Background: an optimization exercise with open tools, aiming at small area. Do not read the settings as production practice.
The RTL was checked by simulation tests, not by an equivalence proof against the original design.
Power and IR drop assume default switching activity.

## P
Design mem_write_buffer, start of the top module:
module mem_write_buffer #(
  parameter int DEPTH       = 4,
  parameter int ADDR_WIDTH  = 32,
  parameter int BLOCK_BITS  = 128,
  parameter int OFFSET_BITS = 4
) (
  input  logic                    clk,
  input  logic                    rst,
  input  logic                    mem_req,
  input  logic                    mem_rw,
  input  logic [ADDR_WIDTH-1:0]   mem_addr,
  input  logic [BLOCK_BITS-1:0]   mem_wdata,
  output logic                    mem_ready,
  output logic                    mem_resp,
  output logic [BLOCK_BITS-1:0]   mem_rdata,
  output logic                    mm_req,
  output logic                    mm_rw,
  output logic [ADDR_WIDTH-1:0]   mm_addr,
  output logic [BLOCK_BITS-1:0]   mm_wdata,
  input  logic                    mm_ready,
  input  logic                    mm_resp,
  input  logic [BLOCK_BITS-1:0]   mm_rdata,
  output logic [$clog2(DEPTH):0]  wb_count
);
For scale: about 1,700 cells after synthesis, roughly 590 I/O pins, roughly 27,000 um2 of cells after synthesis.
==> module mem_write_buffer, before the edit <==
module mem_write_buffer #(
  parameter int DEPTH       = 4,
  parameter int ADDR_WIDTH  = 32,
  parameter int BLOCK_BITS  = 128,
  parameter int OFFSET_BITS = 4
) (
  input  logic                    clk,
  input  logic                    rst,
  input  logic                    mem_req,
  input  logic                    mem_rw,
  input  logic [ADDR_WIDTH-1:0]   mem_addr,
  input  logic [BLOCK_BITS-1:0]   mem_wdata,
  output logic                    mem_ready,
  output logic                    mem_resp,
  output logic [BLOCK_BITS-1:0]   mem_rdata,
  output logic                    mm_req,
  output logic                    mm_rw,
  output logic [ADDR_WIDTH-1:0]   mm_addr,
  output logic [BLOCK_BITS-1:0]   mm_wdata,
  input  logic                    mm_ready,
  input  logic                    mm_resp,
  input  logic [BLOCK_BITS-1:0]   mm_rdata,
  output logic [$clog2(DEPTH):0]  wb_count
);
  localparam int PW = $clog2(DEPTH);
  localparam int CW = PW + 1;
  logic [ADDR_WIDTH-1:0] ent_addr [DEPTH];
  logic [BLOCK_BITS-1:0] ent_data [DEPTH];
  logic [PW-1:0] head;
  logic [CW-1:0] count;
  logic          rd_pend;
  logic          waiting;      
  logic [DEPTH-1:0] rsel;      
  logic [PW-1:0]    tail;
  logic [DEPTH-1:0] head_oh, tail_oh, msel;
  logic [DEPTH-1:0] co_vec;
  logic             head_match, co, hit;
  logic             idle, accept, acc_wr, acc_rd, rd_miss, push, pop, rd_done;
  logic [BLOCK_BITS-1:0] wsrc;
  assign tail      = head + count[PW-1:0];
  assign wb_count  = count;
  assign mem_ready = !count[PW] && !rd_pend && !mem_resp;
  assign accept  = mem_req && mem_ready;
  assign acc_wr  = accept && mem_rw;
  assign acc_rd  = accept && !mem_rw;
  assign rd_miss = acc_rd && !hit;
  assign push    = acc_wr && !co;
  assign pop     = waiting && mm_rw && mm_resp;
  assign rd_done = waiting && !mm_rw && mm_resp;
  assign idle    = !mm_req && !waiting;
  always_comb begin
    head_match = 1'b0;
    for (int i = 0; i < DEPTH; i++) begin
      logic [PW-1:0] rel;
      logic          eq;
      rel        = PW'(i) - head;
      eq         = ent_addr[i][ADDR_WIDTH-1:OFFSET_BITS] == mem_addr[ADDR_WIDTH-1:OFFSET_BITS];
      head_oh[i] = (rel == '0);
      tail_oh[i] = (PW'(i) == tail);
      co_vec[i]  = eq && (rel != '0) && (CW'(rel) < count);
      if (rel == '0 && count != '0 && eq) head_match = 1'b1;
    end
    co  = |co_vec;
    hit = co || head_match;
    msel = mm_rw ? head_oh : tail_oh;
  end
  assign wsrc = rd_pend ? mm_rdata : mem_wdata;
  always_ff @(posedge clk) begin
    for (int i = 0; i < DEPTH; i++) begin
      if (tail_oh[i] && !count[PW] && !rd_pend)
        ent_addr[i] <= mem_addr;
      if ((tail_oh[i] && !count[PW] && !mem_resp) || (co_vec[i] && acc_wr))
        ent_data[i] <= ~wsrc;    
    end
    if (mem_ready)
      rsel <= co ? co_vec : (head_match ? head_oh : tail_oh);
    if (idle)
      mm_rw <= !(rd_pend || rd_miss);
  end
  always_comb begin
    mem_rdata = '0;
    mm_wdata  = '0;
    mm_addr   = '0;
    for (int i = 0; i < DEPTH; i++) begin
      mem_rdata = mem_rdata | (~ent_data[i] & {BLOCK_BITS{rsel[i]}});
      mm_wdata  = mm_wdata  | (~ent_data[i] & {BLOCK_BITS{head_oh[i]}});
      mm_addr   = mm_addr   | (ent_addr[i] & {ADDR_WIDTH{msel[i]}});
    end
  end
  always_ff @(posedge clk or negedge rst) begin
    if (!rst) begin
      head     <= '0;
      count    <= '0;
      rd_pend  <= 1'b0;
      waiting  <= 1'b0;
      mm_req   <= 1'b0;
      mem_resp <= 1'b0;
    end else begin
      mem_resp <= acc_wr || (acc_rd && hit) || rd_done;
      if (rd_miss)
        rd_pend <= 1'b1;
      else if (rd_done)
        rd_pend <= 1'b0;
      if (pop)
        head <= head + 1'b1;
      if (push && !pop)
        count <= count + 1'b1;
      else if (pop && !push)
        count <= count - 1'b1;
      if (idle) begin
        if (rd_pend || rd_miss || count != '0)
          mm_req <= 1'b1;
      end else if (mm_req) begin
        if (mm_ready) begin
          mm_req  <= 1'b0;
          waiting <= 1'b1;
        end
      end else if (mm_resp) begin
        waiting <= 1'b0;
      end
    end
  end
endmodule
Settings: LEC_CHECK=0, CAP_MARGIN=0, CORE_MARGIN=2, CORE_UTILIZATION=60, SLEW_MARGIN=0; clock period 6.0 ns.
standard.sh (not shown) runs the stock make flow with config.mk's settings and CLKGATE_MAP_FILE= SYNTH_SCRIPT=/design/flow/synth_recipe.tcl, a recipe that flattens the netlist after the stock synthesis.
==> flow/flow/run.sh <==
#!/bin/bash
# Standard ORFS layout, except:
#  - synthesis maps with an area-oriented ABC script (flow/my_synth.tcl is
#    synth_recipe.tcl with only the ABC script swapped);
#  - the port buffers are the smallest buffer (buf_1) instead of the one
#    buffer_ports picks by default; repair_design still resizes any that need it;
#  - clock tree: larger sink clusters on one buffer type and no dummy loads.
set -euo pipefail
HERE=$(pwd)
export MY_ABC_SCRIPT="$HERE/flow/abc_area_map.script"
export BUFFER_PORTS_ARGS="-buffer_cell sky130_fd_sc_hd__buf_1"
export CTS_ARGS="-sink_clustering_enable -repair_clock_nets -dont_use_dummy_load -buf_list sky130_fd_sc_hd__clkbuf_16 -sink_clustering_size 30 -sink_clustering_max_diameter 60"
bash standard.sh SYNTH_SCRIPT="$HERE/flow/my_synth.tcl" finish > flow_make.log 2>&1
==> flow/flow/abc_area_map.script <==
strash
dch -f
amap -m
topo
==> flow/flow/my_synth.tcl <==
# synth_recipe.tcl (the standard synthesis) with one change: the final technology
# mapping uses the area-oriented ABC script in abc_area_map.script (named by
# MY_ABC_SCRIPT) instead of ORFS's delay-oriented abc_speed.script. Registers,
# flattening and renaming are exactly as in the standard synthesis.
proc synth {args} { yosys synth -nofsm -noshare {*}$args }
proc abc {args} {
  set i [lsearch -exact $args -script]
  if { $i >= 0 } { set args [lreplace $args [expr {$i+1}] [expr {$i+1}] $::env(MY_ABC_SCRIPT)] }
  puts "MY_ABC: using [lindex $args [expr {$i+1}]]"
  yosys abc {*}$args
}
source $::env(SCRIPTS_DIR)/synth.tcl
# left out here: clear keep_hierarchy, flatten, clean up, hide names made inside functions, write 1_2_yosys.v
Relative to P, the following input files were edited for Q:
--- a/flow/design.v
+++ b/flow/design.v
@@ -68,11 +68,11 @@
   always_ff @(posedge clk) begin
     for (int i = 0; i < DEPTH; i++) begin
       if (tail_oh[i] && !count[PW] && !rd_pend)
         ent_addr[i] <= mem_addr;
       if ((tail_oh[i] && !count[PW] && !mem_resp) || (co_vec[i] && acc_wr))
-        ent_data[i] <= ~wsrc;    
+        ent_data[i] <= wsrc;
     end
     if (mem_ready)
       rsel <= co ? co_vec : (head_match ? head_oh : tail_oh);
     if (idle)
       mm_rw <= !(rd_pend || rd_miss);
@@ -80,12 +80,12 @@
   always_comb begin
     mem_rdata = '0;
     mm_wdata  = '0;
     mm_addr   = '0;
     for (int i = 0; i < DEPTH; i++) begin
-      mem_rdata = mem_rdata | (~ent_data[i] & {BLOCK_BITS{rsel[i]}});
-      mm_wdata  = mm_wdata  | (~ent_data[i] & {BLOCK_BITS{head_oh[i]}});
+      mem_rdata = mem_rdata | (ent_data[i] & {BLOCK_BITS{rsel[i]}});
+      mm_wdata  = mm_wdata  | (ent_data[i] & {BLOCK_BITS{head_oh[i]}});
       mm_addr   = mm_addr   | (ent_addr[i] & {ADDR_WIDTH{msel[i]}});
     end
   end
   always_ff @(posedge clk or negedge rst) begin
     if (!rst) begin
## What came out
Q: flow completed, timing, DRC and antenna clean. Delta (Q minus P): number of clock buffers inserted by TritonCTS now sits lower, setup slack now sits higher, die width now sits at about the same level, initial standard-cell utilization of the core now sits higher. Diff P -> Q | cell-internal power | decrease of about 2.4%. Lower routed length on met1 was reported by Q, not P. Non-clock buffer contribution to total cell area delta (P -> Q): insignificant. Compared with P, the detailed router inserted more vias in Q. Between P and Q, the combinational gate power figures differ only marginally.

port drivers added, routing unchanged:
The results above use ideal ports. As a check the final layouts listed here were re-extracted and re-timed, cells and wires unchanged. Step 1 assumes that a clkbuf_16 drives the clock port and a buf_2 every other input. Step 2 times the ports against the registers' clock, not the clock port: input delays grow and output delays shrink by t, the midpoint of the rising clock arrivals with the driver on. Three values: ideal, step 1, step 2; two values: the first two.
| run | t (ns) | setup WS [ns] | hold slack, ns |
|---|---|---|---|
| P | 0.627 | 0.811 / 0.750 / 1.228 | 0.555 / 0.587 / 0.587 |
| Q | 0.637 | 0.847 / 0.783 / 1.036 | 0.570 / 0.570 / 0.570 |
After both steps setup and hold are still met in every run listed.
